Background: an optimization exercise with open tools, aiming at small area and a short achievable clock period. Do not read the settings as production practice. Where RTL was checked, it was by simulation tests only, not by an equivalence proof against the original. For runs 1 to 4, only the layout was checked, not whether the RTL still works. No activity file was given, so power comes from the tool's default toggle rates.

<file path="config.mk">
export PLATFORM = sky130hd
export DESIGN_NAME = wasm_ctrl_top
export DESIGN_NICKNAME = wasm_ctrl_top
export VERILOG_FILES = /design/flow/design.v
export SDC_FILE = /design/flow/constraint.sdc
export NUM_CORES = 4
export LEC_CHECK = 0
export CAP_MARGIN = 20
export CORE_MARGIN = 2
export CORE_UTILIZATION = 40
export SLEW_MARGIN = 20
</file>
<file path="run.sh">
#!/bin/bash
# synth_recipe.tcl (not shown) runs the flow's synth.tcl, then flattens the netlist and writes it again
# the make line also repeats each setting of config.mk as NAME=value (left out here)
make -C /OpenROAD-flow-scripts/flow DESIGN_CONFIG=/design/flow/config.mk WORK_HOME=/design/flow/orfs CLKGATE_MAP_FILE= SYNTH_SCRIPT=/design/flow/synth_recipe.tcl finish
</file>
<file path="constraint.sdc">
create_clock -name core_clock -period 8.0 [get_ports {clk}]
set_input_delay 1.6000 -clock core_clock [delete_from_list [all_inputs] [get_ports {clk}]]
set_output_delay 1.6000 -clock core_clock [all_outputs]
set_load 0.01 [all_outputs]
</file>
<file path="design.v">
package wasm_pkg;
    localparam int addr_w       = 12;
    localparam int window_bytes = 8;
    localparam int func_max     = 16;
    localparam int stack_depth  = 8;
    localparam int func_idx_w   = $clog2(func_max);
    localparam int ret_ptr_w    = $clog2(stack_depth) + 1;
    localparam logic [63:0] wasm_magic_version = 64'h0000_0001_6d73_6100;
    localparam logic [7:0] sec_type  = 8'h01;
    localparam logic [7:0] sec_start = 8'h08;
    localparam logic [7:0] sec_code  = 8'h0a;
    localparam logic [7:0] op_unreachable = 8'h00;
    localparam logic [7:0] op_nop         = 8'h01;
    localparam logic [7:0] op_end         = 8'h0b;
    localparam logic [7:0] op_call        = 8'h10;
    localparam logic [7:0] op_drop        = 8'h1a;
    localparam logic [7:0] op_local_get   = 8'h20;
    localparam logic [7:0] op_local_set   = 8'h21;
    localparam logic [7:0] op_local_tee   = 8'h22;
    localparam logic [7:0] op_i32_const   = 8'h41;
    localparam logic [7:0] op_i32_eqz     = 8'h45;
    localparam logic [7:0] op_i32_eq      = 8'h46;
    localparam logic [7:0] op_i32_ne      = 8'h47;
    localparam logic [7:0] op_i32_lt_s    = 8'h48;
    localparam logic [7:0] op_i32_lt_u    = 8'h49;
    localparam logic [7:0] op_i32_gt_s    = 8'h4a;
    localparam logic [7:0] op_i32_gt_u    = 8'h4b;
    localparam logic [7:0] op_i32_le_s    = 8'h4c;
    localparam logic [7:0] op_i32_le_u    = 8'h4d;
    localparam logic [7:0] op_i32_ge_s    = 8'h4e;
    localparam logic [7:0] op_i32_ge_u    = 8'h4f;
    localparam logic [7:0] op_i32_add     = 8'h6a;
    localparam logic [7:0] op_i32_sub     = 8'h6b;
    localparam logic [7:0] op_i32_and     = 8'h71;
    localparam logic [7:0] op_i32_or      = 8'h72;
    localparam logic [7:0] op_i32_shl     = 8'h74;
    localparam logic [7:0] op_i32_shr_s   = 8'h75;
    localparam logic [7:0] op_i32_shr_u   = 8'h76;
    localparam logic [7:0] op_i32_rotl    = 8'h77;
    localparam logic [7:0] op_i32_rotr    = 8'h78;
    typedef enum logic [4:0] {
        alu_add  = 5'd0,
        alu_sub  = 5'd1,
        alu_and  = 5'd2,
        alu_or   = 5'd3,
        alu_eqz  = 5'd5,  
        alu_eq   = 5'd6,
        alu_lt_u = 5'd7,
        alu_gt_u = 5'd8,
        alu_le_u = 5'd9,
        alu_ge_u = 5'd10,
        alu_lt_s = 5'd11,
        alu_gt_s = 5'd12,
        alu_le_s = 5'd13,
        alu_ge_s = 5'd14,
        alu_ne   = 5'd15,
        alu_shl  = 5'd16,
        alu_shrs = 5'd17,
        alu_shru = 5'd18,
        alu_rotl = 5'd19,
        alu_rotr = 5'd20
    } alu_op_e;
    typedef enum logic [1:0] {
        src_alu   = 2'b00,
        src_imm   = 2'b10,
        src_local = 2'b11
    } push_src_e;
    typedef struct packed {
        logic       push_num;
        logic [3:0] pop_num;
        push_src_e  push_src;
        alu_op_e    alu_op;
    } stack_ctrl_t;
    typedef struct packed {
        logic [3:0] param_num;
        logic       result_num;
    } sig_t;
    typedef struct packed {
        logic [addr_w-1:0] entry_addr;
        logic [7:0]        local_size;
    } func_entry_t;
    typedef struct packed {
        sig_t              sig;
        logic [7:0]        local_size;
        logic [addr_w-1:0] ret_addr;
    } call_frame_t;
endpackage
`timescale 1ns/1ns
import wasm_pkg::*;
module entry_table #(
    parameter int width = 5
) (
    input  logic                  clk,
    input  logic                  wr_en,
    input  logic [func_idx_w-1:0] wr_idx,
    input  logic [width-1:0]      wr_data,
    input  logic [func_idx_w-1:0] rd_idx,
    output logic [width-1:0]      rd_data
);
    logic [width-1:0] mem [func_max];
    always_ff @(posedge clk) begin
        if (wr_en) begin
            mem[wr_idx] <= wr_data;
        end
    end
    assign rd_data = mem[rd_idx];
endmodule
`timescale 1ns/1ns
import wasm_pkg::*;
module opcode_decode (
    input  logic [7:0]            opcode,
    output wasm_pkg::stack_ctrl_t ctrl,
    output logic                  has_leb  
);
    always_comb begin
        ctrl    = '0;
        has_leb = 1'b0;
        case (opcode)
            op_drop: ctrl.pop_num = 4'd1;
            op_i32_eqz: begin
                ctrl.pop_num  = 4'd1;
                ctrl.push_num = 1'b1;
                ctrl.alu_op   = alu_eqz;
            end
            op_i32_const: begin
                ctrl.push_num = 1'b1;
                ctrl.push_src = src_imm;
                has_leb       = 1'b1;
            end
            op_local_get: begin
                ctrl.push_num = 1'b1;
                ctrl.push_src = src_local;
                has_leb       = 1'b1;
            end
            op_local_set: begin
                ctrl.pop_num = 4'd1;
                has_leb      = 1'b1;
            end
            op_local_tee: has_leb = 1'b1;
            op_i32_eq:    begin ctrl.pop_num = 4'd2; ctrl.push_num = 1'b1; ctrl.alu_op = alu_eq;   end
            op_i32_ne:    begin ctrl.pop_num = 4'd2; ctrl.push_num = 1'b1; ctrl.alu_op = alu_ne;   end
            op_i32_lt_s:  begin ctrl.pop_num = 4'd2; ctrl.push_num = 1'b1; ctrl.alu_op = alu_lt_s; end
            op_i32_lt_u:  begin ctrl.pop_num = 4'd2; ctrl.push_num = 1'b1; ctrl.alu_op = alu_lt_u; end
            op_i32_gt_s:  begin ctrl.pop_num = 4'd2; ctrl.push_num = 1'b1; ctrl.alu_op = alu_gt_s; end
            op_i32_gt_u:  begin ctrl.pop_num = 4'd2; ctrl.push_num = 1'b1; ctrl.alu_op = alu_gt_u; end
            op_i32_le_s:  begin ctrl.pop_num = 4'd2; ctrl.push_num = 1'b1; ctrl.alu_op = alu_le_s; end
            op_i32_le_u:  begin ctrl.pop_num = 4'd2; ctrl.push_num = 1'b1; ctrl.alu_op = alu_le_u; end
            op_i32_ge_s:  begin ctrl.pop_num = 4'd2; ctrl.push_num = 1'b1; ctrl.alu_op = alu_ge_s; end
            op_i32_ge_u:  begin ctrl.pop_num = 4'd2; ctrl.push_num = 1'b1; ctrl.alu_op = alu_ge_u; end
            op_i32_add:   begin ctrl.pop_num = 4'd2; ctrl.push_num = 1'b1; ctrl.alu_op = alu_add;  end
            op_i32_sub:   begin ctrl.pop_num = 4'd2; ctrl.push_num = 1'b1; ctrl.alu_op = alu_sub;  end
            op_i32_and:   begin ctrl.pop_num = 4'd2; ctrl.push_num = 1'b1; ctrl.alu_op = alu_and;  end
            op_i32_or:    begin ctrl.pop_num = 4'd2; ctrl.push_num = 1'b1; ctrl.alu_op = alu_or;   end
            op_i32_shl:   begin ctrl.pop_num = 4'd2; ctrl.push_num = 1'b1; ctrl.alu_op = alu_shl;  end
            op_i32_shr_s: begin ctrl.pop_num = 4'd2; ctrl.push_num = 1'b1; ctrl.alu_op = alu_shrs; end
            op_i32_shr_u: begin ctrl.pop_num = 4'd2; ctrl.push_num = 1'b1; ctrl.alu_op = alu_shru; end
            op_i32_rotl:  begin ctrl.pop_num = 4'd2; ctrl.push_num = 1'b1; ctrl.alu_op = alu_rotl; end
            op_i32_rotr:  begin ctrl.pop_num = 4'd2; ctrl.push_num = 1'b1; ctrl.alu_op = alu_rotr; end
            default: ;
        endcase
    end
endmodule
`timescale 1ns/1ns
import wasm_pkg::*;
module return_stack (
    input  logic              clk,
    input  logic              rst_n,
    input  logic              push,
    input  logic [addr_w-1:0] push_addr,
    input  logic              pop,
    output logic [addr_w-1:0] top_addr,
    output logic              last_frame
);
    logic [addr_w-1:0]    stk [stack_depth];
    logic [ret_ptr_w-1:0] depth;
    always_ff @(posedge clk or negedge rst_n) begin
        if (!rst_n) begin
            depth <= '0;
        end else if (push) begin
            depth <= depth + 1'b1;
        end else if (pop) begin
            depth <= depth - 1'b1;
        end
    end
    always_ff @(posedge clk) begin
        if (push) begin
            stk[depth[ret_ptr_w-2:0]] <= push_addr;
        end
    end
    assign top_addr   = stk[(ret_ptr_w-1)'(depth - 1'b1)];
    assign last_frame = (depth == ret_ptr_w'(1));  
endmodule
`timescale 1ns/1ns
import wasm_pkg::*;
module wasm_ctrl_top (
    input  logic                      clk,
    input  logic                      rst_n,
    input  logic [addr_w-1:0]         read_pointer,
    input  logic [window_bytes*8-1:0] window,
    output logic [7:0]                advance,
    output logic                      jump_en,
    output logic [addr_w-1:0]         jump_addr,
    output logic [11:0]               stack_ctrl,  
    output logic [31:0]               imm,
    output logic                      call_en,
    output logic [24:0]               call_frame,  
    output logic                      ret_en,
    output logic                      finish,
    output logic                      instr_error
);
    localparam logic [3:0] st_header    = 4'b0000;
    localparam logic [3:0] st_sec_head  = 4'b0001;
    localparam logic [3:0] st_size_skip = 4'b0010;  
    localparam logic [3:0] st_halt      = 4'b0011;
    localparam logic [3:0] st_type_par  = 4'b0100;
    localparam logic [3:0] st_type_res  = 4'b0101;
    localparam logic [3:0] st_code_loc  = 4'b0110;
    localparam logic [3:0] st_run       = 4'b0111;
    localparam logic [3:0] st_size_type = 4'b1000;
    localparam logic [3:0] st_vec_type  = 4'b1001;
    localparam logic [3:0] st_size_strt = 4'b1010;
    localparam logic [3:0] st_vec_strt  = 4'b1011;
    localparam logic [3:0] st_size_code = 4'b1100;
    localparam logic [3:0] st_vec_code  = 4'b1101;
    localparam logic [3:0] st_code_len  = 4'b1110;
    localparam logic [3:0] st_code_decl = 4'b1111;
    logic [3:0]            state;
    logic                  finish_q;
    logic                  error_q;
    logic [func_idx_w-1:0] vec_cnt;
    logic [func_idx_w-1:0] vec_last;
    logic [func_idx_w-1:0] start_idx;
    logic [func_idx_w:0]   sig_hwm;    
    logic [addr_w-1:0]     body_end;
    logic [7:0]            decl_left;
    logic [7:0]            local_acc;
    logic [7:0] b0, b1;
    assign b0 = window[7:0];
    assign b1 = window[15:8];
    logic        c0, c01, c012, c0123;
    logic [2:0]  hd_cnt;      
    logic [2:0]  hd_cnt_p1;   
    logic [11:0] hd_val;
    assign c0    = window[7];
    assign c01   = c0 & window[15];
    assign c012  = c01 & window[23];
    assign c0123 = c012 & window[31];
    assign hd_cnt    = {c012, c0 & !c012, !c0 | (c01 & !c012) | c0123};
    assign hd_cnt_p1 = {c01, !c01 | c0123, (c0 & !c01) | (c012 & !c0123)};
    assign hd_val    = {c0 ? b1[4:0] : 5'd0, b0[6:0]};
    logic       d1, d12, d123, d1234;
    logic [2:0] op_len;      
    assign d1    = window[15];
    assign d12   = d1 & window[23];
    assign d123  = d12 & window[31];
    assign d1234 = d123 & window[39];
    assign op_len = {d12, !d12 | d1234, (d1 & !d12) | (d123 & !d1234)};
    assign imm = {d1234 ? window[43:40] : 4'd0,
                  d123  ? window[38:32] : 7'd0,
                  d12   ? window[30:24] : 7'd0,
                  d1    ? window[22:16] : 7'd0,
                  window[14:8]};
    logic [11:0] cnt12, csa_s, csa_k, leb_end;
    assign cnt12   = {9'd0, hd_cnt};
    assign csa_s   = read_pointer ^ hd_val ^ cnt12;
    assign csa_k   = {(read_pointer[10:0] & hd_val[10:0]) | (read_pointer[10:0] & cnt12[10:0]) |
                      (hd_val[10:0] & cnt12[10:0]), 1'b0};
    assign leb_end = csa_s + csa_k;
    logic [7:0] opcode;
    assign opcode = b0;
    logic       op_is_call, op_is_end, op_is_unr, op_has_leb;
    wasm_pkg::stack_ctrl_t dec_ctrl;
    assign op_is_call = (opcode == op_call);
    assign op_is_end  = (opcode == op_end);
    assign op_is_unr  = (opcode == op_unreachable);
    opcode_decode u_dec (.opcode(opcode), .ctrl(dec_ctrl), .has_leb(op_has_leb));
    logic in_run, in_loc, in_skip, in_header, in_sec_head, in_par, in_res, in_leb;
    assign in_run      = (state == st_run);
    assign in_loc      = (state == st_code_loc);
    assign in_skip     = (state == st_size_skip);
    assign in_header   = (state == st_header);
    assign in_sec_head = (state == st_sec_head);
    assign in_par      = (state == st_type_par);
    assign in_res      = (state == st_type_res);
    assign in_leb      = state[3];
    logic locals_done, vec_at_last;
    assign locals_done = (decl_left == 8'd0);
    assign vec_at_last = (vec_cnt == vec_last);
    logic [func_idx_w-1:0] rd_idx;
    assign rd_idx = in_run ? window[11:8] : start_idx;
    logic [4:0]  sig_rd;
    logic [19:0] ent_rd;
    logic        sig_ok, ent_ok;
    assign sig_ok = {1'b0, rd_idx} < sig_hwm;
    assign ent_ok = rd_idx <= vec_last;
    logic ent_we, par_we, res_we;
    assign par_we = in_par;
    assign res_we = in_res;
    assign ent_we = in_loc & locals_done;
    entry_table #(.width(4)) par_tab (
        .clk, .wr_en(par_we), .wr_idx(vec_cnt), .wr_data(window[11:8]),
        .rd_idx, .rd_data(sig_rd[4:1])
    );
    entry_table #(.width(1)) res_tab (
        .clk, .wr_en(res_we), .wr_idx(vec_cnt), .wr_data(window[0]),
        .rd_idx, .rd_data(sig_rd[0])
    );
    entry_table #(.width(20)) ent_tab (
        .clk, .wr_en(ent_we), .wr_idx(vec_cnt), .wr_data({read_pointer, local_acc}),
        .rd_idx, .rd_data(ent_rd)
    );
    logic [addr_w-1:0] ret_top;
    logic              ret_last;
    logic [addr_w-1:0] ret_addr;
    assign ret_addr = in_run ? read_pointer + addr_w'(op_len) : '0;
    return_stack u_ret (
        .clk, .rst_n, .push(call_en), .push_addr(ret_addr), .pop(ret_en),
        .top_addr(ret_top), .last_frame(ret_last)
    );
    logic launch, bypass;
    assign launch = in_loc & locals_done & vec_at_last;
    assign bypass = (start_idx == vec_cnt);
    always_comb begin
        advance = 8'd0;
        if (in_leb)                      advance = {5'd0, hd_cnt};
        if (in_loc)                      advance = {5'd0, hd_cnt_p1};
        if (in_sec_head)                 advance = 8'd1;
        if (in_header && window == wasm_magic_version) advance = 8'd8;
        if (in_par)                      advance = b1 + 8'd2;
        if (in_res)                      advance = b0 + 8'd1;
        if (in_run)                      advance = op_has_leb ? {5'd0, op_len} : 8'd1;
    end
    assign jump_en = in_skip | (in_loc & locals_done) | (in_run & (op_is_call | (op_is_end & !ret_last)));
    assign call_en = launch | (in_run & op_is_call);
    assign ret_en  = in_run & op_is_end & !ret_last;
    logic [addr_w-1:0] ent_addr;
    assign ent_addr = ent_ok ? ent_rd[19:8] : '0;
    always_comb begin
        if (in_skip)                    jump_addr = leb_end;
        else if (in_loc && !vec_at_last) jump_addr = body_end;
        else if (in_loc && bypass)      jump_addr = read_pointer;
        else if (in_run && !window[4])  jump_addr = ret_top;  
        else                            jump_addr = ent_addr;
    end
    logic [7:0] frame_ls;
    assign frame_ls = (in_loc && bypass) ? local_acc : (ent_ok ? ent_rd[7:0] : 8'd0);
    assign call_frame = {sig_ok ? sig_rd : 5'd0, frame_ls, ret_addr};
    assign stack_ctrl  = in_run ? dec_ctrl : '0;
    assign finish      = finish_q;
    assign instr_error = error_q;
    always_ff @(posedge clk or negedge rst_n) begin
        if (!rst_n) begin
            state     <= st_header;
            finish_q  <= 1'b0;
            error_q   <= 1'b0;
            start_idx <= '0;
            sig_hwm   <= '0;
        end else begin
            case (state)
                st_header: begin
                    if (window == wasm_magic_version) begin
                        state <= st_sec_head;
                    end else begin
                        error_q <= 1'b1;
                        state   <= st_halt;
                    end
                end
                st_sec_head: begin
                    case (b0)
                        sec_type:  state <= st_size_type;
                        sec_start: state <= st_size_strt;
                        sec_code:  state <= st_size_code;
                        default:   state <= st_size_skip;
                    endcase
                end
                st_size_skip: state <= st_sec_head;
                st_size_type: state <= st_vec_type;
                st_size_strt: state <= st_vec_strt;
                st_size_code: state <= st_vec_code;
                st_vec_type:  state <= st_type_par;
                st_vec_strt: begin
                    start_idx <= b0[3:0];
                    state     <= st_sec_head;
                end
                st_vec_code:  state <= st_code_len;
                st_type_par:  state <= st_type_res;
                st_type_res: begin
                    if ({1'b0, vec_cnt} == sig_hwm) sig_hwm <= sig_hwm + 1'b1;
                    state <= vec_at_last ? st_sec_head : st_type_par;
                end
                st_code_len:  state <= st_code_decl;
                st_code_decl: state <= st_code_loc;
                st_code_loc: begin
                    if (locals_done && vec_at_last) state <= st_run;
                    else if (locals_done)           state <= st_code_len;
                end
                st_run: begin
                    if (op_is_unr) begin
                        error_q  <= 1'b1;
                        finish_q <= 1'b1;
                        state    <= st_halt;
                    end else if (op_is_end && ret_last) begin
                        finish_q <= 1'b1;
                        state    <= st_halt;
                    end
                end
                default: state <= st_halt;
            endcase
        end
    end
    always_ff @(posedge clk) begin
        if (state == st_vec_type || state == st_vec_strt || state == st_vec_code) begin
            vec_cnt  <= '0;
            vec_last <= b0[3:0] - 4'd1;
        end else if (in_res || (in_loc && locals_done)) begin
            vec_cnt <= vec_cnt + 1'b1;
        end
        if (state == st_code_len) begin
            body_end  <= leb_end;
            local_acc <= '0;
        end else if (in_loc && !locals_done) begin
            local_acc <= local_acc + hd_val[7:0];
        end
        if (state == st_code_decl) begin
            decl_left <= hd_val[7:0];
        end else if (in_loc && !locals_done) begin
            decl_left <= decl_left - 8'd1;
        end
    end
endmodule
</file>
==> out/qor.txt, run 1 <==
Outcome = no timing/DRC/antenna violations
Final Slew Violations = 0
Core Util, Final = 47.6%
CTS tree = done
DR pass1 iterations = 8
Number of synthesized register bits = 551
# Max-Cap Violations = 0
Final hold vios = 0
Worst hold stages = 1
Hold Crit Class = reg2reg
H-tree Lvls = 2
Vias in the first global route = 17100
Slew HR = 31.9%
CP arrival = 5.91 ns
First DRT Iteration DRCs = 1681
Mapped Cells = 2038
Worst IR Drop VDD = 0.260 mV
Asr flop ratio synth = 3.45%
Layout area overhead = 17.4%
Slew @ Worst Pin = 1.01 ns
Antenna viol nets, final = 0
Fin crit share = 93.9%
Hpwl dp = 46700 um
Final WL = 73200 um
Fmax achieved = 133 MHz
CTS clock-pin slew for the worst setup and hold paths = 0.06 ns
Fraction of final layout cells with drive strength greater than 1 = 10.1%
Clk Latency, worst-skew pair = 0.62 ns
Post-synth design cell area = 25700 um^2
Global route overflow = 0
Bufs on Longest Clock Path = 3
Root Buffer = clkbuf_16
Max FO, Critical Path = 6
Kind of end point of the critical path = primary output
Total number of yosys warnings = 6
Worst hold-check slack = 0.475 ns
CP delay by family, top = compound AO/OA/AOI/OAI gates
Row Count = 92
Die width = 257 um
Port-buffer cells = 169
Worst-case reg-to-reg path depth = 10
TNS Setup = 0 ns
DRC Markers = 0
GP Congestion = 0.880
Die area = 66200 um^2
Setup Crit Path Kind = in2out
Crit-path cells = clkdlybuf4s50_1, nand2b_1, a21boi_0, inv_1, fa_1, ha_1, inv_1, fa_1, inv_1, a21o_1, a41o_1, o41ai_1, o21ai_0, xnor2_1, a211o_1, clkdlybuf4s50_1
Netlist cell types = 82
Hold Buf Count CTS = 0
Startpoint Class = input pin
Top FF cell, synth = edfxtp_1
Cts bufs inserted = 57
Initial antenna violation count = 0
Post-synthesis sequential area ratio = 63.7%
Most frequent cells in the layout = edfxtp_1 (520), nand2_1 (340), clkdlybuf4s50_1 (168)
Crit path top cell by count = inv_1
CP peak stage delay = 0.56 ns
Clock skew = 0.0318 ns
CTS Sinks = 551
Post-CTS setup buffers = 0
Initial cell density of the core = 40.6%
Final setup viols = 0
RSZ-0062 raised after global routing = false
Die height = 257 um
Crit path max-delay cell type = clkdlybuf4s50_1
Critical path depth = 16
Vias per inst = 5.62
Leakage = 0.0107 uW
Largest net degree at the start of global routing = 151
Pwr Density = 354 nW/um^2
Vias = 17500
Post-synth EDFFs = 520
# resized after CTS = 0
First-pass GRT wire length = 108000 um
Core area = 63200 um^2
Most common library cell in the layout ignoring fill and taps = edfxtp_1
CP required = 6.40 ns
Syn Area/Cell = 12.6 um^2
Wire per inst = 23.5 um
Final #Nets = 2349
Tmin final = 7.51 ns
Worst path bufs/invs = 5
ANT cells = 0
GRT Util Overall = 21.6%
IO Pins = 172
==> cell families after synthesis <==
group                    share of synthesized area [%]
adder cells (fa/ha/maj)                           2.88
multiplexers                                      6.54
AO/OA/AOI/OAI                                     7.13
buffers and inverters                             3.37
other                                           0.0146
XOR/XNOR                                          2.32
flip-flops                                        63.7
AND/OR/NAND/NOR                                   14.1
==> power by group <==
group          internal, uW  switching [uW]  total [uW]
Combinational          1750            2850        4600
Clock                  1380            1110        2490
Sequential             3400             149        3550
==> Yosys cell counts, types with 5 or more instances <==
cell type	number	area share, %
o211ai_1	5	0.15
dfxtp_1	12	0.94
nand3_1	145	2.8
mux4_2	26	2.3
xnor2_1	41	1.4
a21o_1	11	0.32
a21oi_1	88	1.7
mux2i_1	94	3.7
nor2b_1	14	0.34
o221ai_1	8	0.27
a221oi_1	10	0.34
buf_4	23	0.67
nand2_1	340	5.0
ha_1	51	2.5
nor2_1	133	1.9
nor3b_1	5	0.15
mux2_2	8	0.35
nor3_1	21	0.41
nand4_1	20	0.49
clkbuf_1	46	0.67
inv_1	43	0.63
and3_1	20	0.49
nand2b_1	14	0.34
a22oi_1	8	0.23
xor2_1	27	0.92
buf_1	10	0.15
fa_1	5	0.39
dfrtp_1	19	1.9
a211oi_1	6	0.18
and2_1	27	0.66
buf_2	41	0.80
o21ai_0	41	0.80
a32oi_1	27	0.92
or3_1	5	0.12
a221o_1	8	0.31
buf_6	9	0.40
edfxtp_1	520	61
nor4_1	16	0.39
o22ai_1	8	0.20
a31oi_1	9	0.22
==> path summary, 6_finish.rpt <==
check                               startpoint              end  slack (ns)
worst max-delay path                window[31]    jump_addr[11]        0.49
worst min-delay path            u_ret.depth[3]   u_ret.depth[3]        0.48
worst max register to register        state[1]  u_ret.stk[3][6]        4.79
worst min register to register  u_ret.depth[3]   u_ret.depth[3]        0.48
max in group asynchronous                rst_n   u_ret.depth[0]        6.68
min in group asynchronous                rst_n   u_ret.depth[3]        0.94
==> flip-flops by register name, indices dropped and copies added (netlist names), 5 cells and up <==
name         cells
ent_tab.mem    320
u_ret.stk       96
par_tab.mem     64
res_tab.mem     16
body_end        12
decl_left        8
local_acc        8
sig_hwm          5
==> worst reg2reg max path, delay by kind of cell, from the launching register on <==
family	cells	cell delay (ns)
DFF	1	0.74
and+or+nand+nor	6	1.21
buffers and inverters	4	0.94
==> through the flow <==
stage / total power (uW) / instances / cell area, um^2 / worst slack, ns
after floorplan: 6460 / 2039 / 25700 / 1.77
after global placement: 8110 / 3002 / 28400 / 0.634
after detailed placement: 8170 / 3002 / 28400 / 0.518
after CTS: 10700 / 3109 / 30100 / 0.509
after global routing: 11100 / 3109 / 30100 / 0.166
final: 10600 / 3109 / 30100 / 0.491
==> metal layers <==
metal  vias to the layer above  GRT usage, %  wire, um
met5                         -             0         0
met4                         0          6.86      2080
met3                       123          3.44      4800
met2                       696          35.3     35000
met1                      8744          29.5     31300
li1                       7903             -         -
==> area by class of cell <==
cell class | instances | area, um^2
timing repair buffer | 246 | 2280
fill | 5580 | 33100
sequential | 551 | 16300
clock inverter | 34 | 241
tap | 846 | 1060
clock buffer | 73 | 1490
multi-input combinational | 1313 | 8530
inverter | 46 | 178
==> inputs of run 2 (changes only) <==
==> flow/run.sh (new file) <==
#!/bin/bash
set -euo pipefail
export BUFFER_PORTS_ARGS="-buffer_cell sky130_fd_sc_hd__buf_2"
bash standard.sh > standard_flow.log 2>&1
==> standard.sh (new file) <==
#!/bin/bash
# synth_recipe.tcl (not shown) runs the flow's synth.tcl, then flattens the netlist and writes it again
# the make line also repeats each setting of config.mk as NAME=value (left out here)
make -C /OpenROAD-flow-scripts/flow DESIGN_CONFIG=/design/flow/config.mk WORK_HOME=/design/flow/orfs CLKGATE_MAP_FILE= SYNTH_SCRIPT=/design/flow/synth_recipe.tcl "${@:-finish}"
removed: run.sh
==> out/qor.txt, run 2 <==
CTS clock-pin slew for the worst setup and hold paths = 0.06 ns
Fraction of final layout cells with drive strength greater than 1 = 16.9%
Port-buffer cells = 169
Netlist cell types = 82
CP required = 6.40 ns
H-tree Lvls = 2
Pwr Density = 358 nW/um^2
Largest net degree at the start of global routing = 159
Max FO, Critical Path = 44
Worst IR Drop VDD = 0.411 mV
Core area = 63200 um^2
Clock skew = 0.0375 ns
First DRT Iteration DRCs = 1731
Reg2reg end = u_ret.stk[2][5]
Leakage = 0.0108 uW
GP Congestion = 0.910
Synth cell count leaders = edfxtp_1 (520), nand2_1 (340), nand3_1 (145)
Slew @ Worst Pin = 1.21 ns
Syn Area/Cell = 12.6 um^2
Largest Register = ent_tab.mem
Most common library cell in the layout ignoring fill and taps = edfxtp_1
R2R Setup Slk = 4.77 ns
Tmin final = 7.16 ns
Post-synth design cell area = 25700 um^2
Synth area leaders = edfxtp_1 (61%), nand2_1 (5.0%), mux2i_1 (3.7%)
Initial cell density of the core = 40.6%
Number of synthesized register bits = 551
TNS Setup = 0 ns
Outcome = no timing/DRC/antenna violations
Bufs on Longest Clock Path = 3
Startpoint Class = register
Hold Buf Count CTS = 0
ANT cells = 0
Part of the power in the clock network = 24.8%
Share of Yosys cell area claimed by the top area cell type = 60.9%
NetSw = 4090 uW
Kind of end point of the critical path = primary output
Wire per inst = 23.0 um
DRC Markers = 0
Total number of yosys warnings = 6
Root Buffer = clkbuf_16
Vias per inst = 5.56
IO Pins = 172
Post-synth EDFFs = 520
Final setup viols = 0
Hpwl dp = 44800 um
Fin crit share = 89.5%
Antenna viol nets, final = 0
Part of the power in registers = 34.4%
Die height = 257 um
Vias in the first global route = 16800
Crit path max-delay cell type = dfrtp_1
Final WL = 70700 um
Die width = 257 um
Final hold vios = 0
CP peak stage delay = 0.72 ns
CP arrival = 5.56 ns
Mapped Cells = 2038
Die area = 66200 um^2
Initial antenna violation count = 5
DR pass1 iterations = 6
Row Count = 92
Cts bufs inserted = 57
Area post-placement = 27300 um^2
Post-CTS setup buffers = 0
GRT Util Overall = 21.0%
Hold path endpoint = u_ret.depth[3]
FF-to-FF Start = state[2]
FILL cells = 5657
Fmax achieved = 140 MHz
Hold Crit Class = reg2reg
Worst-case reg-to-reg path depth = 10
Non-Filler Instances = 3081
Post-synthesis sequential area ratio = 63.7%
Area leader, netlist = edfxtp_1
Worst hold stages = 1
Crit-path cells = nand4b_4, mux2_8, inv_4, ha_1, inv_1, a21oi_1, o21ai_0, a221oi_4, and2_1, a31oi_1, o32ai_1, buf_2
Layout area overhead = 13.6%
# resized after CTS = 0
DP Cell Count = 2977
Final Slew Violations = 0
RSZ-0062 raised after global routing = false
Net Sw Frac = 39.2%
Power Internal = 6340 uW
# Max-Cap Violations = 0
CTS Sinks = 551
Clk Latency, worst-skew pair = 0.63 ns
CTS tree = done
Max reg flops = 320
First-pass GRT wire length = 106000 um
Most frequent cell after synthesis = edfxtp_1
Final #Nets = 2324
Hold path start = u_ret.depth[3]
Top FF cell, synth = edfxtp_1
Asr flop ratio synth = 3.45%
Slew HR = 19.1%
Combinational Power Share = 40.8%
Most frequent cells in the layout = edfxtp_1 (520), nand2_1 (340), buf_2 (169)
Final Cell Area = 29200 um^2
Global route overflow = 0
Vias = 17100
Setup Crit Path Kind = reg2out
[run 2: cell counts after synthesis]
No cell type changed its count.
[run 2: how the worst max path moves through the flow]
| stage | start | endpoint | slack [ns] | cells past startpoint |
|---|---|---|---|---|
| 2_1_floorplan | window[7] | jump_addr[11] | 1.77 | 15 |
| 3_3_place_gp | window[23] | jump_addr[11] | 1.44 | 16 |
| 3_5_place_dp | window[23] | jump_addr[11] | 1.38 | 16 |
| 4_1_cts | state[2] | jump_addr[3] | 0.87 | 12 |
| 5_1_grt | state[2] | jump_addr[3] | 0.53 | 12 |
| 6_report | state[2] | jump_addr[3] | 0.84 | 12 |
[run 2: critical path: cells and delay by family (launching register included)]
kind                     cells  cell delay, ns
AO/OA/AOI/OAI                5            1.46
multiplexers                 1            0.69
adder cells (fa/ha/maj)      1            0.24
buffers and inverters        3            0.72
AND/OR/NAND/NOR              2            1.11
flip-flops                   1            0.72
[run 2: kinds of logic (layout without fill, tap and decap cells)]
| logic type | after synthesis | count (layout) | synth area share [%] |
|---|---|---|---|
| other cells | 1 | 2 | 0.0146 |
| simple gates | 785 | 785 | 14.1 |
| buf+inv | 175 | 371 | 3.37 |
| fa+ha+maj | 56 | 56 | 2.88 |
| xor+xnor | 68 | 68 | 2.32 |
| mux | 131 | 131 | 6.54 |
| flops | 551 | 551 | 63.7 |
| compound gates | 271 | 271 | 7.13 |
[run 2: final cells by class]
cell class	count	area [um^2]	share of cell area, %
inverters	46	178	0.609
clock buffers	63	1450	4.97
repair buffers	221	1250	4.28
multi-input cells	1313	8530	29.3
well taps	846	1060	3.63
clock inverters	41	357	1.22
flip-flops and latches	551	16300	56.0
[run 2: power by group through the flow]
stage	clock network [uW]	logic, uW	registers [uW]
floorplan	0	2890	3570
finish	2590	4250	3580
global placement	0	4160	3640
global route	2730	4590	3600
detailed placement	0	4220	3640
CTS	2630	4240	3580
[run 2: through the flow]
stage	worst slack [ns]	hold slack, ns	utilization [%]	total power, uW
after floorplan	1.77	0.443	-	6460
after global placement	1.44	0.463	43.3	7800
after detailed placement	1.38	0.470	43.3	7860
after CTS	0.874	0.482	46.1	10400
after global routing	0.527	0.513	46.1	10900
final	0.841	0.475	46.1	10400
[run 2: routing by layer]
| layer | part of all wire (%) | wire (um) | GRT usage, % | vias up |
|---|---|---|---|---|
| met4 | 2.2 | 1550 | 5.09 | 6 |
| li1 | - | - | - | 7855 |
| met5 | 0.045 | 32 | 0 | - |
| met2 | 47 | 33300 | 34.2 | 640 |
| met3 | 6.9 | 4880 | 3.37 | 99 |
| met1 | 44 | 31000 | 29.6 | 8545 |
==> inputs of run 3 (changes only) <==
--- a/config.mk
+++ b/config.mk
@@ -8,4 +8,5 @@
 export CAP_MARGIN = 20
 export CORE_MARGIN = 2
 export CORE_UTILIZATION = 40
+export SETUP_SLACK_MARGIN = 2.5
 export SLEW_MARGIN = 20
==> out/qor.txt, run 3 <==
Outcome = no timing/DRC/antenna violations
Crit path launch = window[31]
Final Cell Area = 30600 um^2
Worst hold stages = 1
CTS tree = done
Synth area leaders = edfxtp_1 (61%), nand2_1 (5.0%), mux2i_1 (3.7%)
Final #Nets = 2390
Die height = 257 um
Vias per inst = 5.71
Post-synth EDFFs = 520
Multi-input gate area = 9170 um^2
Slew @ Worst Pin = 1.02 ns
# Max-Cap Violations = 0
Die width = 257 um
Syn Area/Cell = 12.6 um^2
Port-buffer cells = 169
GRT Util Overall = 22.2%
Area post-placement = 27400 um^2
Final Slew Violations = 0
Setup Crit Path Kind = in2out
CTS Sinks = 551
CP required = 6.40 ns
RSZ-0062 raised after global routing = true
Kind of end point of the critical path = primary output
Clk Latency, worst-skew pair = 0.64 ns
Fmax achieved = 165 MHz
Hold path start = u_ret.depth[3]
Root Buffer = clkbuf_16
Post-synthesis sequential area ratio = 63.7%
Mapped Cells = 2038
IO Pins = 172
Final setup viols = 0
Number of synthesized register bits = 551
Leakage = 0.0113 uW
Row Count = 92
Initial cell density of the core = 40.6%
Largest net degree at the start of global routing = 89
Layout area overhead = 19.4%
TNS Setup = 0 ns
DRC Markers = 0
Synth cell count leaders = edfxtp_1 (520), nand2_1 (340), nand3_1 (145)
DP Cell Count = 2983
Core area = 63200 um^2
Bufs on Longest Clock Path = 3
Placement Setup Slack = 1.31 ns
Most frequent cell after synthesis = edfxtp_1
Tmin final = 6.08 ns
Share of Yosys cell area claimed by the top area cell type = 60.9%
Vias = 18000
Final hold vios = 0
Cts bufs inserted = 57
ANT cells = 0
Antenna viol nets, final = 0
Worst IR Drop VDD = 0.291 mV
Slew HR = 32.2%
Most common library cell in the layout ignoring fill and taps = edfxtp_1
Final WL = 75400 um
Hold path endpoint = u_ret.depth[3]
Top FF cell, synth = edfxtp_1
FILL cells = 5514
Max FO, Critical Path = 2
DR pass1 iterations = 6
Sequential Area = 16300 um^2
Wire per inst = 23.9 um
CTS clock-pin slew for the worst setup and hold paths = 0.06 ns
Post-synth design cell area = 25700 um^2
Initial antenna violation count = 1
H-tree Lvls = 2
Asr flop ratio synth = 3.45%
Fraction of final layout cells with drive strength greater than 1 = 22.8%
Non-Filler Instances = 3149
Worst-case reg-to-reg path depth = 11
GP Congestion = 0.887
Fin crit share = 76.0%
R2R Setup Slk = 5.05 ns
Largest Register = ent_tab.mem
Reg2reg end = u_ret.stk[3][4]
First DRT Iteration DRCs = 1836
Pwr Density = 369 nW/um^2
Most frequent cells in the layout = edfxtp_1 (520), nand2_1 (334), buf_2 (152)
Max reg flops = 320
Vias in the first global route = 17400
Setup slack after layout = 1.92 ns
FF-to-FF Start = state[0]
CP arrival = 4.48 ns
Hpwl dp = 46100 um
First-pass GRT wire length = 111000 um
Clock skew = 0.0346 ns
Die area = 66200 um^2
Hold Buf Count CTS = 0
Total number of yosys warnings = 6
Hold Crit Class = reg2reg
Netlist cell types = 82
Global route overflow = 0
Area leader, netlist = edfxtp_1
Startpoint Class = input pin
run 3: worst max path at each step:
| stage | end | slack (ns) |
|---|---|---|
| after detailed placement | jump_addr[3] | 1.31 |
| after floorplan | jump_addr[11] | 2.30 |
| after global routing | jump_addr[11] | 1.82 |
| after CTS | jump_addr[11] | 2.01 |
| final | jump_addr[11] | 1.92 |
| after global placement | jump_addr[3] | 1.30 |
run 3: worst max-delay path, stage by stage:
cell and delay, ns:
buf_12 0.11, nand2b_4 0.14, a21boi_4 0.14, inv_2 0.07, fa_2 0.41, ha_4 0.17, inv_2 0.06, fa_2 0.24
inv_2 0.04, a21o_1 0.19, a41o_1 0.22, o41ai_4 0.27, o21ai_1 0.14, xnor2_1 0.17, a211o_1 0.34, buf_2 0.17
run 3: final cells by class:
class                      instances  area share (%)
clock buffer                      70            4.82
tap                              846            3.46
sequential                       551            53.4
inverter                          46           0.678
multi-input combinational       1318            29.9
clock inverter                    36            1.27
timing repair buffer             280            6.41
timing repair inverter             2          0.0572
run 3: cell families after synthesis:
kind of cell | count (synthesis) | synth area share, %
AOI/OAI and AO/OA | 271 | 7.13
xor gates and xnor gates | 68 | 2.32
muxes | 131 | 6.54
adders and majority gates | 56 | 2.88
DFF | 551 | 63.7
and+or+nand+nor | 785 | 14.1
buffers and inverters | 175 | 3.37
other | 1 | 0.0146
run 3: report_power, final:
| part | switching, uW | total, uW | internal [uW] |
|---|---|---|---|
| combinational | 3170 | 5080 | 1900 |
| clock | 1140 | 2650 | 1510 |
| sequential | 167 | 3580 | 3410 |
run 3: repair_timing:
item,in CTS,in global routing
gates cloned,7,2
pin swaps,28,27
buffers inserted,22,29
endpoints found under the setup margin,43,40
resized for setup,126,66
run 3: layer usage:
metal  routed length, um  up-vias  track usage [%]  share of wire (%)
met5                   9        -                0              0.012
met4                2240        2             7.15                3.0
met3                6490      146             4.76                8.6
met2               35700      818             35.5                 47
met1               31000     8997             30.4                 41
li1                    -     8019                -                  -
run 3: stage by stage:
step	total power, uW	hold WS [ns]	utilization, %
after floorplan	6470	0.443	-
after global placement	7820	0.461	43.4
after global routing	11800	0.518	48.5
after CTS	11000	0.473	47.5
final	11300	0.474	48.5
after detailed placement	7880	0.461	43.4
==> inputs of run 4 (changes only) <==
--- a/config.mk
+++ b/config.mk
@@ -8,5 +8,5 @@
 export CAP_MARGIN = 20
 export CORE_MARGIN = 2
 export CORE_UTILIZATION = 40
-export SETUP_SLACK_MARGIN = 2.5
+export SETUP_SLACK_MARGIN = 3.5
 export SLEW_MARGIN = 20
==> out/qor.txt, run 4 <==
Layout area overhead = 25.3%
Final hold vios = 0
Area leader, netlist = edfxtp_1
H-tree Lvls = 2
Die area = 66200 um^2
Number of synthesized register bits = 551
Wl on met1 = 32800 um
Slew @ Worst Pin = 1.16 ns
Final Cell Area = 32100 um^2
R2R Setup Slk = 5.01 ns
GP Congestion = 0.881
Worst IR Drop VDD = 0.260 mV
Vias in the first global route = 17800
Crit path max-delay cell type = fa_2
Most frequent cells in the layout = edfxtp_1 (520), nand2_1 (324), nand3_1 (142)
CP peak stage delay = 0.37 ns
Wire per inst = 24.2 um
Area post-placement = 27600 um^2
Cts bufs inserted = 57
Slew HR = 22.2%
Row Count = 92
Initial antenna violation count = 1
Post-synth EDFFs = 520
Root Buffer = clkbuf_16
# Max-Cap Violations = 0
Final WL = 77800 um
CTS clock-pin slew for the worst setup and hold paths = 0.06 ns
DR top layer = met4
Mapped Cells = 2038
Crit path top cell by count = inv_2
Netlist cell types = 82
Post-synthesis sequential area ratio = 63.7%
Global route overflow = 0
Setup Crit Path Kind = in2out
Most frequent cell after synthesis = edfxtp_1
Clock skew = 0.0259 ns
Final setup viols = 0
Clk Latency, worst-skew pair = 0.64 ns
Die height = 257 um
CP Capture Point = jump_addr[11]
Worst-case reg-to-reg path depth = 7
Core area = 63200 um^2
Met3 wire length = 5840 um
Area share of and/or/nand/nor cells after synthesis = 14.1%
Largest Register = ent_tab.mem
FF-to-FF Start = state[0]
Share of Yosys cell area claimed by the top area cell type = 60.9%
Max reg flops = 320
Kind of end point of the critical path = primary output
First-pass GRT wire length = 115000 um
Synth cell count leaders = edfxtp_1 (520), nand2_1 (340), nand3_1 (145)
Leakage = 0.0120 uW
Pwr Density = 368 nW/um^2
DR pass1 iterations = 5
Crit-path cells = buf_8, nand2b_4, a21boi_4, inv_2, fa_2, ha_4, inv_2, fa_2, inv_2, a21o_1, a41o_1, o41ai_4, o21ai_2, xnor2_2, a211o_1, buf_2
Most common library cell in the layout ignoring fill and taps = edfxtp_1
CP arrival = 4.35 ns
Initial cell density of the core = 40.6%
IO Pins = 172
Total number of yosys warnings = 6
Startpoint Class = input pin
GRT Util Overall = 23.0%
Largest net degree at the start of global routing = 70
Synth area leaders = edfxtp_1 (61%), nand2_1 (5.0%), mux2i_1 (3.7%)
Hold Crit Class = reg2reg
RSZ-0062 raised after global routing = true
Tmin final = 5.95 ns
Synth Area in Compound Gates = 7.13%
Crit path launch = window[31]
CP required = 6.40 ns
Hpwl dp = 45000 um
DRC Markers = 0
Vias per inst = 5.72
FILL cells = 5371
TNS Setup = 0 ns
XOR/XNOR Fraction of Synth Area = 2.32%
First DRT Iteration DRCs = 1760
Port-buffer cells = 169
Fin crit share = 74.4%
Met2 wire len = 37000 um
Die width = 257 um
Post-synth design cell area = 25700 um^2
Syn Area/Cell = 12.6 um^2
Largest family of logic cells by synthesized area = simple AND/OR/NAND/NOR gates
Asr flop ratio synth = 3.45%
Fmax achieved = 168 MHz
Multiplexer share of the synthesized area = 6.54%
Bufs on Longest Clock Path = 3
Vias = 18400
Reg2reg end = ent_tab.mem[11][13]
Outcome = no timing/DRC/antenna violations
Antenna viol nets, final = 0
Fraction of final layout cells with drive strength greater than 1 = 28.6%
CTS Sinks = 551
Final Slew Violations = 0
Top FF cell, synth = edfxtp_1
Final #Nets = 2450
Post-Synth Adder-Cell Area = 2.88%
Max FO, Critical Path = 2
CTS tree = done
## run 4: cell counts after synthesis
No cell type changed its count.
## run 4: what timing repair did
action,in CTS,in global routing
cloned,13,1
endpoints found under the hold margin,0,0
resized for setup,223,74
pin swaps,74,54
hold buffers,0,0
endpoints found under the setup margin,58,55
setup buffers,94,24
## run 4: worst min-delay path by stage
stage	cells past startpoint	from	slack (ns)	to
2_1_floorplan	1	u_ret.depth[3]	0.44	u_ret.depth[3]
3_3_place_gp	1	u_ret.depth[3]	0.46	u_ret.depth[3]
3_5_place_dp	1	u_ret.depth[3]	0.47	u_ret.depth[3]
4_1_cts	1	u_ret.depth[3]	0.48	u_ret.depth[3]
5_1_grt	1	u_ret.depth[3]	0.50	u_ret.depth[3]
6_report	1	u_ret.depth[3]	0.48	u_ret.depth[3]
## run 4: area by class of cell
type	instances	area (um^2)	share of cell area, %
sequential	551	16300	50.9
multi-input combinational	1318	9710	30.2
timing repair buffer	339	2760	8.58
clock buffer	62	1450	4.50
tap	846	1060	3.29
clock inverter	46	577	1.79
inverter	46	214	0.666
timing repair inverter	3	33.8	0.105
antenna	1	2.50	0.00779
## run 4: routing by layer
| layer | up-vias | track usage, % |
|---|---|---|
| li1 | 8144 | - |
| met1 | 9273 | 32.1 |
| met2 | 815 | 37.5 |
| met3 | 134 | 3.33 |
| met4 | 0 | 6.44 |
| met5 | - | 0 |
## run 4: metrics by stage
step	hold WS, ns	worst slack, ns	std cells	util (%)	power (uW)
after global routing	0.500	1.98	3211	50.8	12300
after detailed placement	0.468	1.16	2971	43.7	8010
after global placement	0.459	1.23	2971	43.7	7960
after CTS	0.478	2.11	3186	50.0	11600
after floorplan	0.443	2.31	2039	-	6630
final	0.481	2.05	3212	50.9	11800
## run 4: report_power, final
part	switching, uW	internal, uW	leakage [uW]	total [uW]
Combinational	3270	2100	0.00601	5360
Sequential	193	3410	0.00502	3600
Clock	1150	1700	0.000986	2860
Total	4610	7210	0.0120	11800
## run 4: cell families after synthesis
logic type | count (synthesis)
mux | 131
flops | 551
compound gates | 271
xor+xnor | 68
simple gates | 785
fa+ha+maj | 56
buf+inv | 175
other cells | 1
## run 4: worst max-delay path: cells and delay by family
kind            cells  cell delay, ns
buf+inv             5            0.40
fa+ha+maj           3            0.76
xor+xnor            1            0.16
compound gates      6            1.29
simple gates        1            0.13
==> inputs of run 5 (changes only) <==
--- a/design.v
+++ b/design.v
@@ -237,35 +237,29 @@
     logic [7:0] b0, b1;
     assign b0 = window[7:0];
     assign b1 = window[15:8];
-    logic        c0, c01, c012, c0123;
-    logic [2:0]  hd_cnt;      
-    logic [2:0]  hd_cnt_p1;   
+    logic       c0, c01, c012, c0123;
+    logic [2:0] hd_cnt;
     logic [11:0] hd_val;
     assign c0    = window[7];
     assign c01   = c0 & window[15];
     assign c012  = c01 & window[23];
     assign c0123 = c012 & window[31];
-    assign hd_cnt    = {c012, c0 & !c012, !c0 | (c01 & !c012) | c0123};
-    assign hd_cnt_p1 = {c01, !c01 | c0123, (c0 & !c01) | (c012 & !c0123)};
-    assign hd_val    = {c0 ? b1[4:0] : 5'd0, b0[6:0]};
+    assign hd_cnt = 3'd1 + {2'b00, c0} + {2'b00, c01} + {2'b00, c012} + {2'b00, c0123};
+    assign hd_val = {c0 ? b1[4:0] : 5'd0, b0[6:0]};
     logic       d1, d12, d123, d1234;
-    logic [2:0] op_len;      
+    logic [2:0] op_cnt;
     assign d1    = window[15];
     assign d12   = d1 & window[23];
     assign d123  = d12 & window[31];
     assign d1234 = d123 & window[39];
-    assign op_len = {d12, !d12 | d1234, (d1 & !d12) | (d123 & !d1234)};
+    assign op_cnt = 3'd1 + {2'b00, d1} + {2'b00, d12} + {2'b00, d123} + {2'b00, d1234};
     assign imm = {d1234 ? window[43:40] : 4'd0,
                   d123  ? window[38:32] : 7'd0,
                   d12   ? window[30:24] : 7'd0,
                   d1    ? window[22:16] : 7'd0,
                   window[14:8]};
-    logic [11:0] cnt12, csa_s, csa_k, leb_end;
-    assign cnt12   = {9'd0, hd_cnt};
-    assign csa_s   = read_pointer ^ hd_val ^ cnt12;
-    assign csa_k   = {(read_pointer[10:0] & hd_val[10:0]) | (read_pointer[10:0] & cnt12[10:0]) |
-                      (hd_val[10:0] & cnt12[10:0]), 1'b0};
-    assign leb_end = csa_s + csa_k;
+    logic [addr_w-1:0] leb_end;
+    assign leb_end = read_pointer + hd_val + addr_w'(hd_cnt);
     logic [7:0] opcode;
     assign opcode = b0;
     logic       op_is_call, op_is_end, op_is_unr, op_has_leb;
@@ -312,7 +306,7 @@
     logic [addr_w-1:0] ret_top;
     logic              ret_last;
     logic [addr_w-1:0] ret_addr;
-    assign ret_addr = in_run ? read_pointer + addr_w'(op_len) : '0;
+    assign ret_addr = in_run ? read_pointer + addr_w'({op_cnt} + 3'd1) : '0;
     return_stack u_ret (
         .clk, .rst_n, .push(call_en), .push_addr(ret_addr), .pop(ret_en),
         .top_addr(ret_top), .last_frame(ret_last)
@@ -323,12 +317,12 @@
     always_comb begin
         advance = 8'd0;
         if (in_leb)                      advance = {5'd0, hd_cnt};
-        if (in_loc)                      advance = {5'd0, hd_cnt_p1};
+        if (in_loc)                      advance = {5'd0, hd_cnt} + 8'd1;
         if (in_sec_head)                 advance = 8'd1;
         if (in_header && window == wasm_magic_version) advance = 8'd8;
         if (in_par)                      advance = b1 + 8'd2;
         if (in_res)                      advance = b0 + 8'd1;
-        if (in_run)                      advance = op_has_leb ? {5'd0, op_len} : 8'd1;
+        if (in_run)                      advance = op_has_leb ? {5'd0, op_cnt} + 8'd1 : 8'd1;
     end
     assign jump_en = in_skip | (in_loc & locals_done) | (in_run & (op_is_call | (op_is_end & !ret_last)));
     assign call_en = launch | (in_run & op_is_call);
==> run.sh (new file) <==
#!/bin/bash
# synth_recipe.tcl (not shown) runs the flow's synth.tcl, then flattens the netlist and writes it again
# the make line also repeats each setting of config.mk as NAME=value (left out here)
make -C /OpenROAD-flow-scripts/flow DESIGN_CONFIG=/design/flow/config.mk WORK_HOME=/design/flow/orfs CLKGATE_MAP_FILE= SYNTH_SCRIPT=/design/flow/synth_recipe.tcl finish
--- a/config.mk
+++ b/config.mk
@@ -8,5 +8,4 @@
 export CAP_MARGIN = 20
 export CORE_MARGIN = 2
 export CORE_UTILIZATION = 40
-export SETUP_SLACK_MARGIN = 3.5
 export SLEW_MARGIN = 20
removed: flow/run.sh
removed: standard.sh
==> out/qor.txt, run 5 <==
Initial cell density of the core = 40.4%
Max reg flops = 320
Cts bufs inserted = 55
Startpoint Class = input pin
Combinational Power Share = 40.5%
ANT cells = 0
Global route overflow = 0
Post-synth design cell area = 25500 um^2
Number of synthesized register bits = 551
Worst-case reg-to-reg path depth = 6
Hpwl dp = 44900 um
Clock skew = 0.0300 ns
Top FF cell, synth = edfxtp_1
Hold Crit Class = reg2reg
Slew HR = 24.1%
CP required = 6.40 ns
Final Slew Violations = 0
Area leader, netlist = edfxtp_1
RSZ-0062 raised after global routing = false
Pwr Density = 335 nW/um^2
Net Sw Frac = 37.5%
Post-CTS setup buffers = 0
Hold path endpoint = finish_q
Total power = 10100 uW
Fin crit share = 98.0%
Post-synthesis sequential area ratio = 64.1%
Total number of yosys warnings = 6
Slew @ Worst Pin = 1.13 ns
Max FO, Critical Path = 4
Worst hold stages = 1
Final setup viols = 0
Largest Register = ent_tab.mem
CTS Sinks = 551
Final WL = 71400 um
Vias in the first global route = 17200
Reg2reg end = sig_hwm[3]
Root Buffer = clkbuf_16
Most common library cell in the layout ignoring fill and taps = edfxtp_1
Power Internal = 6290 uW
Row Count = 92
Outcome = no timing/DRC/antenna violations
Part of the power in registers = 35.0%
Non-Filler Instances = 3097
IO Pins = 172
CTS clock-pin slew for the worst setup and hold paths = 0.06 ns
Vias per inst = 5.57
FF-to-FF Start = state[2]
Initial antenna violation count = 0
Bufs on Longest Clock Path = 3
GP Congestion = 0.874
Die area = 65700 um^2
Most frequent cell after synthesis = edfxtp_1
Die width = 256 um
CTS tree = done
Asr flop ratio synth = 3.45%
CP arrival = 6.24 ns
FILL cells = 5528
Port-buffer cells = 169
Core Util, Final = 47.8%
Netlist cell types = 72
Core area = 63000 um^2
First-pass GRT wire length = 107000 um
Wire per inst = 23.0 um
Vias = 17200
Most frequent cells in the layout = edfxtp_1 (520), nand2_1 (371), clkdlybuf4s50_1 (166)
Hold path start = finish_q
Final #Nets = 2352
Tmin final = 7.84 ns
R2R Setup Slk = 4.54 ns
NetSw = 3770 uW
H-tree Lvls = 2
Post-synth EDFFs = 520
Worst IR Drop VDD = 0.412 mV
Kind of end point of the critical path = primary output
First DRT Iteration DRCs = 1626
Largest net degree at the start of global routing = 169
Synth area leaders = edfxtp_1 (61%), nand2_1 (5.5%), ha_1 (2.7%)
DRC Markers = 0
Final hold vios = 0
Leakage = 0.0106 uW
Layout area overhead = 18.2%
Share of Yosys cell area claimed by the top area cell type = 61.3%
Clk Latency, worst-skew pair = 0.62 ns
Die height = 256 um
Part of the power in the clock network = 24.4%
Mapped Cells = 2033
Syn Area/Cell = 12.5 um^2
Antenna viol nets, final = 0
GRT Util Overall = 21.3%
Fmax achieved = 128 MHz
DR pass1 iterations = 5
Setup Crit Path Kind = in2out
DP Cell Count = 3000
Synth cell count leaders = edfxtp_1 (520), nand2_1 (371), nor2_1 (138)
Fraction of final layout cells with drive strength greater than 1 = 10.4%
# Max-Cap Violations = 0
==> run 5: logic make-up (layout without fill, tap and decap cells) <==
| logic type | count (synthesis) | in the layout | share of synthesized area [%] |
|---|---|---|---|
| AOI/OAI and AO/OA | 290 | 290 | 7.64 |
| xor gates and xnor gates | 62 | 62 | 2.13 |
| adders and majority gates | 63 | 63 | 3.36 |
| buffers and inverters | 168 | 385 | 2.98 |
| DFF | 551 | 551 | 64.1 |
| muxes | 101 | 101 | 5.43 |
| other | 1 | 2 | 0.0147 |
| and+or+nand+nor | 797 | 797 | 14.3 |
==> run 5: area by class of cell <==
class	instances	area (um^2)	area share [%]
Sequential cell	551	16300	54.3
Multi-Input combinational cell	1315	8530	28.3
Timing Repair Buffer	246	2310	7.69
Clock buffer	69	1450	4.82
Tap cell	846	1060	3.52
Clock inverter	28	248	0.823
Inverter	42	159	0.528
==> run 5: what timing repair did <==
item | CTS | global route
hold buffers | 0 | 0
endpoints found under the setup margin | 3 | 3
pin swaps | 1 | 1
resized for setup | 6 | 4
==> run 5: how the worst max path moves through the flow <==
stage,startpoint,endpoint,slack (ns)
6_report,window[15],jump_addr[11],0.16
5_1_grt,window[15],jump_addr[11],0.003
4_1_cts,window[23],jump_addr[7],0.0005
3_5_place_dp,window[23],jump_addr[11],-0.15
3_3_place_gp,window[15],jump_addr[9],-0.06
2_1_floorplan,window[15],jump_addr[11],1.02
==> run 5: worst max-delay path, cell delays in order <==
cell             delay (ns)
clkdlybuf4s50_1        0.49
and2_1                 0.17
nand2_1                0.07
ha_1                   0.31
fa_1                   0.40
inv_1                  0.08
ha_2                   0.32
fa_1                   0.46
ha_1                   0.22
inv_1                  0.09
fa_1                   0.21
nor2b_1                0.07
o31a_1                 0.26
or4_4                  0.43
a31oi_4                0.21
o21ai_1                0.11
xnor2_1                0.21
o32a_1                 0.23
dlygate4sd2_1          0.28
==> run 5: per-layer routing <==
| metal | vias up | track usage [%] | part of all wire, % |
|---|---|---|---|
| met5 | - | 0 | 0 |
| met4 | 0 | 5.28 | 2.1 |
| met3 | 99 | 2.71 | 5.6 |
| met2 | 548 | 37.7 | 51 |
| met1 | 8679 | 27.7 | 41 |
| li1 | 7909 | - | - |
==> run 5: power groups by stage <==
stage / Clock (uW) / Sequential, uW / Combinational, uW
2_1_floorplan: 0 / 3510 / 2510
3_3_place_gp: 0 / 3580 / 4010
3_5_place_dp: 0 / 3580 / 4070
4_1_cts: 2500 / 3520 / 4090
5_1_grt: 2600 / 3540 / 4390
6_report: 2460 / 3530 / 4080
==> run 5: through the flow <==
stage / TNS (ns) / area [um^2] / hold slack (ns) / setup slack, ns
after detailed placement: -0.286 / 28400 / 0.453 / -0.148
after CTS: 0 / 30100 / 0.472 / 0.000470
after global placement: -0.113 / 28300 / 0.451 / -0.0595
after global routing: 0 / 30100 / 0.490 / 0.00281
final: 0 / 30100 / 0.469 / 0.163
after floorplan: 0 / 25500 / 0.448 / 1.02

re-timing with driven ports:
The results above use ideal ports. As a check the final layouts listed here were re-extracted and re-timed, cells and wires unchanged. Step 1 assumes that a clkbuf_16 drives the clock port and a buf_2 every other input. Step 2 moves the port delays by t, midway between the first and last clock arrival at a register: inputs arrive t later, outputs are due t later. That takes back most of the time a late clock gives input paths. a / b / c = ideal ports / drivers / drivers and shift; a / b = the first two.
run	t, ns	setup WS [ns]	worst setup path after step 2	slew at the worst register clock pin (ns)	pins driven straight from the clock port
run 1	0.668	0.491 / 0.456 / 0.456	input to output	0.06 / 0.06	1
run 2	0.671	0.841 / 0.781 / 1.273	input to output	0.07 / 0.07	1
run 3	0.683	1.923 / 1.864 / 1.864	input to output	0.07 / 0.07	1
run 4	0.685	2.048 / 2.000 / 2.000	input to output	0.07 / 0.07	1
run 5	0.665	0.163 / 0.105 / 0.105	input to output	0.07 / 0.07	1
After both steps setup and hold are still met in every run listed. The setup slack of run 3, which loses most, moves by -0.059 ns with the drivers and by -0.059 ns with both steps.
